From an optimization exercise on the open Yosys and OpenROAD flow, aimed at small area; shortcuts taken in it are not production practice. Where RTL was checked, it was by simulation tests only, not by an equivalence proof against the original. The RTL of run 2 was laid out without a check of its function. Power figures rest on the tool's default switching activity, not on a simulated workload.

==> flow/flow/run.sh <==
#!/bin/bash
# Own layout flow: the standard ORFS flow (standard.sh), with these changes:
#  - synthesis maps adders with ABC instead of the platform's full/half-adder cells, using an
#    area-oriented ABC script (flow/area.abc). It runs once for each of four ABC random seeds,
#    in parallel, and the flow continues from the run with the smallest cell area. Registers
#    are mapped exactly as in the standard synthesis (dfflibmap runs before ABC, untouched);
#  - the port buffers that placement inserts are the smallest buffer, buf_1;
#  - clock tree synthesis uses clkbuf_8 and adds no dummy load cells.
# Each synthesis run logs to synth_<seed>.log and the rest of the flow to own_flow.log (ORFS's
# own per-step logs are under orfs/logs/).
set -euo pipefail
here=$(pwd)
seeds="1 2 3 4"
for s in $seeds; do
  sed "s/SEED/$s/" flow/area.abc > "$here/area_$s.abc"
  sed "s#^  log_cmd abc {\*}\$abc_args\$#  log_cmd abc -script $here/area_$s.abc {*}\$lib_args {*}\$lib_dont_use_args#" \
    "$FLOW_HOME/scripts/synth.tcl" > "$here/synth_mod_$s.tcl"
  grep -q "area_$s.abc" "$here/synth_mod_$s.tcl"
  sed "s#source \$::env(SCRIPTS_DIR)/synth.tcl#source $here/synth_mod_$s.tcl#" synth_recipe.tcl > "$here/own_synth_$s.tcl"
  grep -q "synth_mod_$s.tcl" "$here/own_synth_$s.tcl"
  sed -e "s#SYNTH_SCRIPT=[^ ]*#SYNTH_SCRIPT=$here/own_synth_$s.tcl ADDER_MAP_FILE=#" \
      -e "s#WORK_HOME=[^ ]*#WORK_HOME=$here/syn_$s#" standard.sh > "$here/own_standard_$s.sh"
  grep -q "own_synth_$s.tcl" "$here/own_standard_$s.sh"
  bash "$here/own_standard_$s.sh" synth > "$here/synth_$s.log" 2>&1 &
done
wait
best=""
best_area=""
for s in $seeds; do
  a=$(awk '/Chip area/ {print $NF}' "$here/syn_$s/reports/sky130hd/mixer_multi_ramp/base/synth_stat.txt")
  echo "seed $s: synthesis cell area $a" >> "$here/own_flow.log"
  if [[ -z "$best" ]] || awk -v a="$a" -v b="$best_area" 'BEGIN { exit !(a < b) }'; then
    best=$s
    best_area=$a
  fi
done
echo "using seed $best" >> "$here/own_flow.log"
rm -rf "$here/orfs"
mv "$here/syn_$best" "$here/orfs"
sed -e "s#SYNTH_SCRIPT=[^ ]*#SYNTH_SCRIPT=$here/own_synth_$best.tcl ADDER_MAP_FILE=#" standard.sh > "$here/own_standard.sh"
grep -q "own_synth_$best.tcl" "$here/own_standard.sh"
export BUFFER_PORTS_ARGS="-buffer_cell sky130_fd_sc_hd__buf_1"
export CTS_ARGS="-sink_clustering_enable -repair_clock_nets -dont_use_dummy_load -buf_list sky130_fd_sc_hd__clkbuf_8"
bash "$here/own_standard.sh" >> "$here/own_flow.log" 2>&1
==> flow/flow/area.abc <==
strash; &get -n; &deepsyn -T 60 -S SEED; &put; &get -n; &dch -f; &nf -p -R 1000; &put
==> flow/standard.sh <==
#!/bin/bash
# synth_recipe.tcl (not shown) runs the flow's synth.tcl, then flattens the netlist and writes it again
# the make line also repeats each setting of config.mk as NAME=value (left out here)
make -C /OpenROAD-flow-scripts/flow DESIGN_CONFIG=/design/flow/config.mk WORK_HOME=/design/flow/orfs CLKGATE_MAP_FILE= SYNTH_SCRIPT=/design/flow/synth_recipe.tcl "${@:-finish}"
==> flow/config.mk <==
export PLATFORM = sky130hd
export DESIGN_NAME = mixer_multi_ramp
export DESIGN_NICKNAME = mixer_multi_ramp
export VERILOG_FILES = /design/flow/design.v
export SDC_FILE = /design/flow/constraint.sdc
export NUM_CORES = 4
export LEC_CHECK = 0
export CAP_MARGIN = 20
export CORE_MARGIN = 2
export CORE_UTILIZATION = 70
export GPL_TIMING_DRIVEN = 0
export SLEW_MARGIN = 20
==> flow/constraint.sdc <==
create_clock -name core_clock -period 10.0 [get_ports {clk}]
set_input_delay 2.0000 -clock core_clock [delete_from_list [all_inputs] [get_ports {clk}]]
set_output_delay 2.0000 -clock core_clock [all_outputs]
set_load 0.01 [all_outputs]
==> flow/design.v <==
module mixer_multi_ramp (
  input  logic        clk,
  input  logic        rst_n,
  input  logic        bclk,
  input  logic        lrclk,
  input  logic [3:0]  in,
  input  logic [31:0] level,
  input  logic [3:0]  mute,
  output logic        out,
  output logic [23:0] out_p,
  output logic        out_valid,
  output logic        sat
);
  logic        bclk_q, bclk_qq, lrclk_q;
  logic        rise_d;
  logic        fall, tog;
  logic        busy, act;
  logic [5:0]  cnt;
  logic [30:0] acc;
  logic [32:0] wide;
  logic        sticky, ovf;
  logic [7:0]  g [4];
  logic [9:0]  bsum;
  logic [7:0]  term [4];
  logic        first, full, res_en, rot_en, done;
  logic [1:0]  ph;
  logic [7:0]  tgt, gnew;
  logic        over;
  logic [23:0] res;
  logic        out_q;
  logic        sbit;
  assign fall = ~bclk & bclk_q;
  assign tog  = lrclk ^ lrclk_q;
  assign act  = tog | busy;
  assign rise_d = bclk_q & ~bclk_qq;
  always_ff @(posedge clk) begin
    bclk_q  <= bclk;
    bclk_qq <= bclk_q;
    lrclk_q <= lrclk;
    ph      <= rst_n ? ph + 2'd1 : 2'd0;
  end
  assign full   = cnt[5] | (cnt[4] & cnt[3]);
  assign first  = (cnt == 6'd0);
  assign res_en = act & (cnt == 6'd24);
  assign rot_en = act & full;
  assign done   = act & (cnt == 6'd39);
  always_ff @(posedge clk) begin
    if (!rst_n) begin
      cnt  <= '0;
      busy <= 1'b0;
    end else begin
      if (tog) busy <= 1'b1;
      else if (done) busy <= 1'b0;
      if (done) cnt <= '0;
      else if (act | (rise_d & ~full)) cnt <= cnt + 6'd1;
    end
  end
  always_comb begin
    for (int i = 0; i < 4; i++) term[i] = (in[2'(i) + ph] & bclk_q) ? g[i] : 8'd0;
  end
  assign bsum = ({2'b0, term[0]} + {2'b0, term[1]}) + ({2'b0, term[2]} + {2'b0, term[3]});
  assign wide = {acc[30], acc, 1'b0} + {23'b0, bsum};
  assign ovf  = (wide[32] != wide[31]) | (wide[31] != wide[30]);
  always_ff @(posedge clk) begin
    if ((rise_d | act) & ~full) begin
      if (first) begin
        acc    <= -{21'b0, bsum};
        sticky <= 1'b0;
      end else if (!sticky) begin
        acc    <= wide[30:0];
        sticky <= ovf;
      end
    end
  end
  assign tgt  = mute[ph] ? 8'd0 : level[ph*8 +: 8];
  assign gnew = (tgt > g[0]) ? g[0] + 8'd1 : (tgt < g[0]) ? g[0] - 8'd1 : g[0];
  always_ff @(posedge clk) begin
    g[0] <= g[1];
    g[1] <= rst_n ? g[2] : 8'd0;
    g[2] <= g[3];
    g[3] <= !rst_n ? 8'd0 : rot_en ? gnew : g[0];
  end
  assign over = sticky;
  assign res  = over ? {~acc[30], {23{acc[30]}}} : acc[30:7];
  always_comb begin
    sbit = 1'b0;
    for (int k = 0; k < 24; k++) if (cnt == 6'(k)) sbit = out_p[23-k];
  end
  always_ff @(posedge clk) begin
    if (!rst_n) begin
      out_p <= '0;
      sat   <= 1'b0;
      out_q <= 1'b0;
    end else begin
      if (res_en) begin
        out_p <= res;
        sat   <= over;
      end
      if (res_en)    out_q <= res[23];
      else if (fall) out_q <= sbit;
    end
  end
  assign out       = out_q;
  assign out_valid = busy & (cnt == 6'd25);
endmodule
==> metrics.md, run 1 <==
| Metric | Value |
|---|---|
| Final Hold Fails | 0 |
| Placed Instances | 707 |
| GRT Total Usage | 0.296 |
| Die width | 89.5 microns |
| Post-synth EDFFs | 32 |
| Total Wirelength | 11.9 mm |
| Post-Syn Instances | 535 |
| Outcome | no timing/DRC/antenna violations |
| Vias/cell | 6.19 |
| Global-route wire length before repair | 18.4 mm |
| Max Cap Viol | 0 |
| I/O pin cnt | 71 |
| Area growth syn-to-layout | 12.1% |
| LEAKAGE | 1.95 nW |
| Die Footprint | 0.00801 sq mm |
| Critical Path RT | 10.07 ns |
| YS warnings | 3 |
| F_max | 106 MHz |
| Initial core utilization | 0.713 |
| Worst r2r src | ph[0]$_SDFF_PN0_ |
| R2R depth | 31 |
| Fin. max-slew vios | 0 |
| Final Wtd Congestion | 0.901 |
| Pre-antenna DRT Iters | 6 |
| Die Ht | 89.5 microns |
| Initial antenna violation count | 0 |
| Final std cells w/o fill | 716 |
| Min Clock Period, post-route | 9.45 ns |
| Share of layout cells above drive strength 1 | 0.0324 |
| Detailed Place HPWL | 8.37 mm |
| CTS Buf Count | 9 |
| WS Path Type | in2reg |
| Mean area per synthesized cell | 9.57 sq um |
| ANT cells | 0 |
| Hold Buf Count CTS | 0 |
| Post-Syn Nets | 579 |
| # H-tree levels | 3 |
| Largest stage delay on the critical path | 0.79 ns |
| PortBufs | 70 |
| Tcrit/Tclk final | 0.945 |
| Worst relative slew slack | 0.345 |
| Post-Syn Area | 0.00512 sq mm |
| Final #Nets | 663 |
| Longest Clk Path Bufs | 2 |
| Post-synth cell types | 43 |
| Top FF cell, synth | dfxtp_1 |
| Max rail drop VDD | 0.0819 mV |
| PD cells | 171 mW/mm^2 |
| Clk_skew | 0.0316 ns |
| Routed Antenna Nets | 0 |
| Worst Tran Pin Value | 0.982 ns |
| Reg-to-reg critical path endpoint | sticky$_SDFFCE_PN0P_ |
| Number of global-route vias before repair | 3977 |
| Clock transition at path regs | 0.09 ns |
| DR WL/cell | 16.6 microns |
| Core Rows | 31 |
| Critical Path Source Type | input port |
| TNS Setup | 0 ns |
| # Post-CTS Setup Buffers | 0 |
| Post-synth top area share | 0.274 |
| R2R Setup Slk | 1.71 ns |
| CTS Sinks | 102 |
| Synthesized flop and latch total | 102 |
| Max FO, Critical Path | 10 |
| Clock Tree Root | clkbuf_8 |
| Post-synth ARST share | 0 |
| Largest net degree at the start of global routing | 29 |
| Core area | 0.00718 sq mm |
| Most frequent cells in the layout | dfxtp_1, buf_1, nand2_1 |
| DRT iter0 DRCs | 251 |
| WHS Endpoint | g[0][7]$_DFF_P_ |
| CP max-delay cell | o22ai_1 |
| Drt drc | 0 |
| Crit. End Element | flop |
| # setup viols final | 0 |
| GRT Residual Overflow | 0 |
| Vias | 4435 |
| Worst hold path depth | 0 |
| Hold_sp | g[1][7]$_SDFF_PN0_ |
| Hold crit path type | reg2reg |
| Cell taking the most area after synthesis | dfxtp_1 |
| Register area share after synthesis | 0.462 |
| CTS tree | yes |
| Clk Latency, worst-skew pair | 0.37 ns |
| Crit path DAT | 9.53 ns |
| Area contributors post-synth | dfxtp_1, edfxtp_1, xnor2_1, nand2_1, xor2_1 |
[metal layers]
metal	vias up	GRT usage	wire, microns
met5	-	0	0
met3	18	0.0554	599
met4	0	0.0801	149
met2	141	0.531	6190
li1	2142	-	-
met1	2134	0.365	4950
[cells by family after synthesis]
| group | after synthesis | synth area share |
|---|---|---|
| and+or+nand+nor | 180 | 0.163 |
| DFF | 102 | 0.461 |
| buffers and inverters | 4 | 0.00293 |
| muxes | 6 | 0.0122 |
| xor gates and xnor gates | 73 | 0.125 |
| AOI/OAI and AO/OA | 152 | 0.200 |
| adders and majority gates | 18 | 0.0352 |
[layout make-up]
type / count / area, sq um
multi-input cells: 429 / 2800
flip-flops and latches: 102 / 2360
fillers: 509 / 1440
repair buffers: 73 / 313
clock buffers: 9 / 124
well taps: 99 / 124
inverters: 4 / 15.0
[cell usage after synthesis (8+ instances only)]
cell / count
xnor2_1: 44
nand2b_1: 10
nor3_1: 12
and2_0: 15
nor2_1: 44
o31ai_1: 8
a21oi_1: 31
o22ai_1: 13
nand3_1: 8
maj3_1: 18
a222oi_1: 8
nand2_1: 69
edfxtp_1: 32
xor2_1: 29
dfxtp_1: 70
a221o_1: 23
o21ai_0: 42
a21boi_0: 9
[power by group]
group | switching (mW) | internal (mW)
registers | 0.0665 | 0.515
logic | 0.114 | 0.0793
clock network | 0.127 | 0.0812
total | 0.307 | 0.675
[state kept, by name, indices dropped and copies added, names as in the netlist]
register,flops
out_q,1
ph,2
cnt,6
sat,1
out_p,24
busy,1
bclk_qq,1
bclk_q,1
g,32
sticky,1
acc,31
lrclk_q,1
[worst max-delay path by stage]
stage | start | to | slack (ns) | cells past startpoint
3_5_place_dp | in[1] | sticky$_SDFFCE_PN0P_ | -0.03 | 35
4_1_cts | in[2] | sticky$_SDFFCE_PN0P_ | 0.34 | 35
6_report | in[2] | sticky$_SDFFCE_PN0P_ | 0.55 | 32
5_1_grt | in[1] | acc[29]$_DFFE_PP_ | -0.08 | 31
3_3_place_gp | in[0] | sticky$_SDFFCE_PN0P_ | 0.18 | 35
2_1_floorplan | in[2] | sticky$_SDFFCE_PN0P_ | 1.20 | 34
[worst max-delay path: cells and delay by family]
kind	cells	cell delay, ns
simple gates	15	2.98
fa+ha+maj	5	2.05
compound gates	7	1.64
xor+xnor	2	0.44
buf+inv	2	0.25
mux	1	0.17
[metrics by stage]
| stage | instance area [sq um] | worst slack [ns] | utilization | total power [mW] | hold WS, ns |
|---|---|---|---|---|---|
| final | 5740 | 0.549 | 0.799 | 0.982 | 0.345 |
| after global routing | 5740 | -0.0796 | 0.799 | 1.02 | 0.342 |
| after global placement | 5510 | 0.180 | 0.767 | 0.754 | 0.333 |
| after CTS | 5700 | 0.337 | 0.795 | 0.977 | 0.340 |
| after detailed placement | 5580 | -0.0316 | 0.777 | 0.775 | 0.335 |
| after floorplan | 5120 | 1.20 | - | 0.703 | 0.331 |
[what timing repair did]
action / 4_1_cts / 5_1_grt
gates resized for setup: 0 / 5
hold endpoints to repair: 0 / 0
endpoints found under the setup margin: 0 / 6
==> run 2: changes to the inputs <==
--- a/flow/design.v
+++ b/flow/design.v
@@ -11,8 +11,8 @@
   output logic        out_valid,
   output logic        sat
 );
-  logic        bclk_q, bclk_qq, lrclk_q;
-  logic        rise_d;
+  logic        bclk_q, lrclk_q;
+  logic        rise;
   logic        fall, tog;
   logic        busy, act;
   logic [5:0]  cnt;
@@ -32,12 +32,11 @@
   assign fall = ~bclk & bclk_q;
   assign tog  = lrclk ^ lrclk_q;
   assign act  = tog | busy;
-  assign rise_d = bclk_q & ~bclk_qq;
+  assign rise = bclk & ~bclk_q;
   always_ff @(posedge clk) begin
     bclk_q  <= bclk;
-    bclk_qq <= bclk_q;
     lrclk_q <= lrclk;
-    ph      <= rst_n ? ph + 2'd1 : 2'd0;
+    ph      <= ph + 2'd1;
   end
   assign full   = cnt[5] | (cnt[4] & cnt[3]);
   assign first  = (cnt == 6'd0);
@@ -52,17 +51,17 @@
       if (tog) busy <= 1'b1;
       else if (done) busy <= 1'b0;
       if (done) cnt <= '0;
-      else if (act | (rise_d & ~full)) cnt <= cnt + 6'd1;
+      else if (act | (rise & ~full)) cnt <= cnt + 6'd1;
     end
   end
   always_comb begin
-    for (int i = 0; i < 4; i++) term[i] = (in[2'(i) + ph] & bclk_q) ? g[i] : 8'd0;
+    for (int i = 0; i < 4; i++) term[i] = (in[2'(i) + ph] & bclk) ? g[i] : 8'd0;
   end
   assign bsum = ({2'b0, term[0]} + {2'b0, term[1]}) + ({2'b0, term[2]} + {2'b0, term[3]});
   assign wide = {acc[30], acc, 1'b0} + {23'b0, bsum};
   assign ovf  = (wide[32] != wide[31]) | (wide[31] != wide[30]);
   always_ff @(posedge clk) begin
-    if ((rise_d | act) & ~full) begin
+    if ((rise | act) & ~full) begin
       if (first) begin
         acc    <= -{21'b0, bsum};
         sticky <= 1'b0;
--- a/flow/config.mk
+++ b/flow/config.mk
@@ -7,6 +7,6 @@
 export LEC_CHECK = 0
 export CAP_MARGIN = 20
 export CORE_MARGIN = 2
-export CORE_UTILIZATION = 70
+export CORE_UTILIZATION = 65
 export GPL_TIMING_DRIVEN = 0
 export SLEW_MARGIN = 20
==> run 2 against run 1 <==
Synthesized cell count down 0.19%. Wire length up 1.2%. Sequential cell count down 1. Final area up 0.89%. Clock skew down 0.0053 ns. Power down 13%. Area after synthesis down 0.37%. Critical path type unchanged. Largest cell class unchanged. Highest routed layer unchanged.
==> metrics.md, run 2 <==
| Metric | Value |
|---|---|
| LEAKAGE | 2.04 nW (+4.7%) |
| Outcome | no timing/DRC/antenna violations |
| Post-synth cell types | 39 (-9.3%) |
| CTS Buf Count | 9 (unchanged) |
| Crit-path most repeated cell | maj3_1 |
| Max Cap Viol | 0 (unchanged) |
| Post-DP Area | 0.00554 sq mm (-0.74%) |
| # setup viols final | 0 (unchanged) |
| Initial core utilization | 0.667 (-0.0465) |
| Post-Syn Nets | 578 (-0.17%) |
| Final Wtd Congestion | 0.838 (-7.0%) |
| Post-synth top cells | dfxtp_1, nand2_1, nor2_1 |
| Clock transition at path regs | 0.09 ns (about the same) |
| Register area share after synthesis | 0.459 (-0.00223) |
| Post-synth ARST share | 0 (unchanged) |
| Hold crit path type | reg2reg |
| Flop pwr share | 0.612 (+0.020) |
| PortBufs | 70 (unchanged) |
| # H-tree levels | 3 (unchanged) |
| Core Rows | 32 (+3.2%) |
| Core area | 0.00765 sq mm (+6.6%) |
| Final std cells w/o fill | 724 (+1.1%) |
| Sw Pwr | 0.242 mW (-21%) |
| Total Wirelength | 12.0 mm (+1.2%) |
| Switching portion of total power | 0.282 (-0.0307) |
| GRT Total Usage | 0.283 (-0.0134) |
| Die Footprint | 0.00857 sq mm (+7.0%) |
| Most common cell in the netlist | dfxtp_1 |
| Finished Cell Area | 0.00579 sq mm (+0.89%) |
| R2R Setup Slk | 1.49 ns (-0.22 ns) |
| Max rail drop VDD | 0.0729 mV (-11%) |
| YS warnings | 3 (unchanged) |
| Worst hold slack | 0.338 ns (-0.00778 ns) |
| Critical Path RT | 10.06 ns (about the same) |
| Worst relative slew slack | 0.353 (+0.00787) |
| Largest net degree at the start of global routing | 28 (-3.4%) |
| Post-Route Utilization | 0.757 (-0.0426) |
| Share of layout cells above drive strength 1 | 0.0579 (+0.0255) |
| WHS Endpoint | g[0][4]$_DFF_P_ |
| F_max | 104 MHz (-1.7%) |
| Worst hold path depth | 0 (unchanged) |
| R2R depth | 33 (+6.5%) |
| Vias/cell | 6.21 (+0.30%) |
| Clock Tree Root | clkbuf_8 |
| Placed Instances | 707 (unchanged) |
| Area contributors post-synth | dfxtp_1, edfxtp_1, xnor2_1, nand2_1, a221o_1 |
| Largest stage delay on the critical path | 0.42 ns (-0.37 ns) |
| Worst Setup SP | in[0] |
| Post-Syn Instances | 534 (-0.19%) |
| Synthesized flop and latch total | 101 (-0.98%) |
| CTS Sinks | 101 (-0.98%) |
| Reg-to-reg critical path endpoint | sticky$_SDFFCE_PN0P_ |
| ANT cells | 0 (unchanged) |
| DR WL/cell | 16.6 microns (about the same) |
| Crit path DAT | 9.67 ns (+0.14 ns) |
| WS Path Type | in2reg |
| Vias | 4498 (+1.4%) |
| Max FO, Critical Path | 8 (-2) |
| Worst r2r src | ph[1]$_DFF_P_ |
| Filler Cell Count | 558 (+9.6%) |
| CTS tree | yes |
| Worst Tran Pin Value | 0.970 ns (-0.0118 ns) |
| GRT Residual Overflow | 0 (unchanged) |
| Post-synth top area share | 0.271 (-0.00292) |
| Largest register FFs | 32 (unchanged) |
| Int Pwr | 0.617 mW (-8.6%) |
| Most frequent cells in the layout | dfxtp_1, buf_1, nand2_1 |
| Min Clock Period, post-route | 9.61 ns (+0.159 ns) |
| I/O pin cnt | 71 (unchanged) |
| Crit. End Element | flop |
| Number of global-route vias before repair | 4324 (+8.7%) |
| Die Ht | 92.6 microns (+3.4%) |
| Final Hold Fails | 0 (unchanged) |
| Clock power frac | 0.237 (+0.026) |
| DRT iter0 DRCs | 363 (+45%) |
| Largest Register | g |
| Largest regs | g: 32 flops, acc: 31 flops, out_p: 24 flops |
| Die width | 92.6 microns (+3.4%) |
| Fin. max-slew vios | 0 (unchanged) |
| Top FF cell, synth | dfxtp_1 |
| Hold_sp | g[1][4]$_SDFF_PN0_ |
| Cell taking the most area after synthesis | dfxtp_1 |
| Pre-antenna DRT Iters | 5 (-1) |
| Routed Antenna Nets | 0 (unchanged) |
| Drt drc | 0 (unchanged) |
| Initial antenna violation count | 0 (unchanged) |
| Clk_skew | 0.0263 ns (-0.00534 ns) |
| Critical Path Source Type | input port |
| Combinational power share | 0.151 (-0.046) |
| Final #Nets | 668 (+0.75%) |
| Global-route wire length before repair | 19.5 mm (+6.2%) |
| Tcrit/Tclk final | 0.961 (+0.0159) |
| CP max-delay cell | maj3_1 |
| Area growth syn-to-layout | 13.5% |
| Detailed Place HPWL | 8.55 mm (+2.2%) |
| Post-synth EDFFs | 32 (unchanged) |
| Clk Latency, worst-skew pair | 0.37 ns (about the same) |
| Longest Clk Path Bufs | 2 (unchanged) |
| PD cells | 148 mW/mm^2 (-13%) |
| Post-Syn Area | 0.00510 sq mm (-0.37%) |
| Mean area per synthesized cell | 9.55 sq um (-0.18%) |
| Hold Buf Count CTS | 0 (unchanged) |
-- run 2: cell count changes in the layout (fill, tap and decap cells not counted), sizes merged, moves of 5 or more --
cell and change:
o21ai -8, buf +5, xnor2 -7, and3 +8, nand2b -7
-- run 2: critical path: cells and delay by family --
kind	cells	cell delay [ns]
AO/OA/AOI/OAI	5	0.74
XOR/XNOR	2	0.44
multiplexers	1	0.33
buffers and inverters	1	0.11
adder cells (fa/ha/maj)	5	2.06
AND/OR/NAND/NOR	20	3.97
-- run 2: layout make-up --
type                            count  area (sq um)  share of cell area
Timing Repair Buffer               79           352              0.0608
Multi-Input combinational cell    427          2820               0.487
Sequential cell                   101          2340               0.405
Tap cell                          102           128              0.0221
Clock buffer                        9           124              0.0214
Inverter                            6          22.5             0.00389
-- run 2: power by group through the flow --
stage               logic (mW)  clock network [mW]  registers (mW)
floorplan               0.0887                   0           0.519
global placement         0.113                   0           0.532
detailed placement       0.126                   0           0.533
CTS                      0.127               0.206           0.524
global route             0.144               0.220           0.532
finish                   0.130               0.204           0.525
-- run 2: how the worst max path moves through the flow --
| stage | end | slack, ns |
|---|---|---|
| 2_1_floorplan | sticky$_SDFFCE_PN0P_ | 0.74 |
| 3_5_place_dp | sticky$_SDFFCE_PN0P_ | -0.63 |
| 4_1_cts | sticky$_SDFFCE_PN0P_ | 0.04 |
| 3_3_place_gp | sticky$_SDFFCE_PN0P_ | -0.31 |
| 5_1_grt | sticky$_SDFFCE_PN0P_ | -0.07 |
| 6_report | sticky$_SDFFCE_PN0P_ | 0.39 |
-- run 2: logic make-up after synthesis --
family / after synthesis / share of synthesized area
mux: 7 / 0.0140
fa+ha+maj: 17 / 0.0334
flops: 101 / 0.459
xor+xnor: 63 / 0.108
simple gates: 186 / 0.174
buf+inv: 6 / 0.00442
compound gates: 154 / 0.207
-- run 2: timing repair --
action / CTS / global route
endpoints found under the setup margin: 4 / 7
hold endpoints to repair: 0 / 0
pin swaps: 0 / 4
gates resized for setup: 4 / 16
setup buffers: 0 / 8
-- run 2: metrics by stage --
step | setup slack (ns) | power, mW | setup TNS, ns
final | 0.391 | 0.859 | 0
after floorplan | 0.737 | 0.608 | 0
after detailed placement | -0.632 | 0.659 | -2.39
after global placement | -0.311 | 0.645 | -0.731
after global routing | -0.0670 | 0.896 | -0.0670
after CTS | 0.0387 | 0.857 | 0
-- run 2: metal layers --
metal | global-route usage | part of all wire | vias to the layer above | routed length, microns
li1 | - | - | 2193 | -
met1 | 0.330 | 0.41 | 2146 | 4940
met2 | 0.526 | 0.52 | 140 | 6310
met4 | 0.0858 | 0.019 | 0 | 233
met5 | 0 | 0 | - | 0
met3 | 0.0504 | 0.045 | 19 | 542

## static timing again, ports no longer ideal
In the flow no input, the clock included, has a driving cell. The finished layouts below were timed again as built, in two steps.
Step 1: set_driving_cell puts a clkbuf_16 on clk and a buf_2 on each other input, an assumption about the parent block.
Step 2 also shifts input and output timing later by t, the mid clock arrival at the registers, as if the neighbouring blocks saw the same clock.
Three values: no drivers, after step 1, after step 2; two values: the first two.
| run | t (ns) | setup slack, ns | worst slew at a driven data input, ns |
|---|---|---|---|
| run 1 | 0.395 | 0.549 / 0.560 / 0.165 | 0.04 |
| run 2 | 0.387 | 0.391 / 0.403 / 0.016 | 0.04 |
After both steps setup and hold are still met in every run listed. For run 1, which loses most, drivers alone change the setup slack by +0.011 ns; drivers and shift together by -0.384 ns.
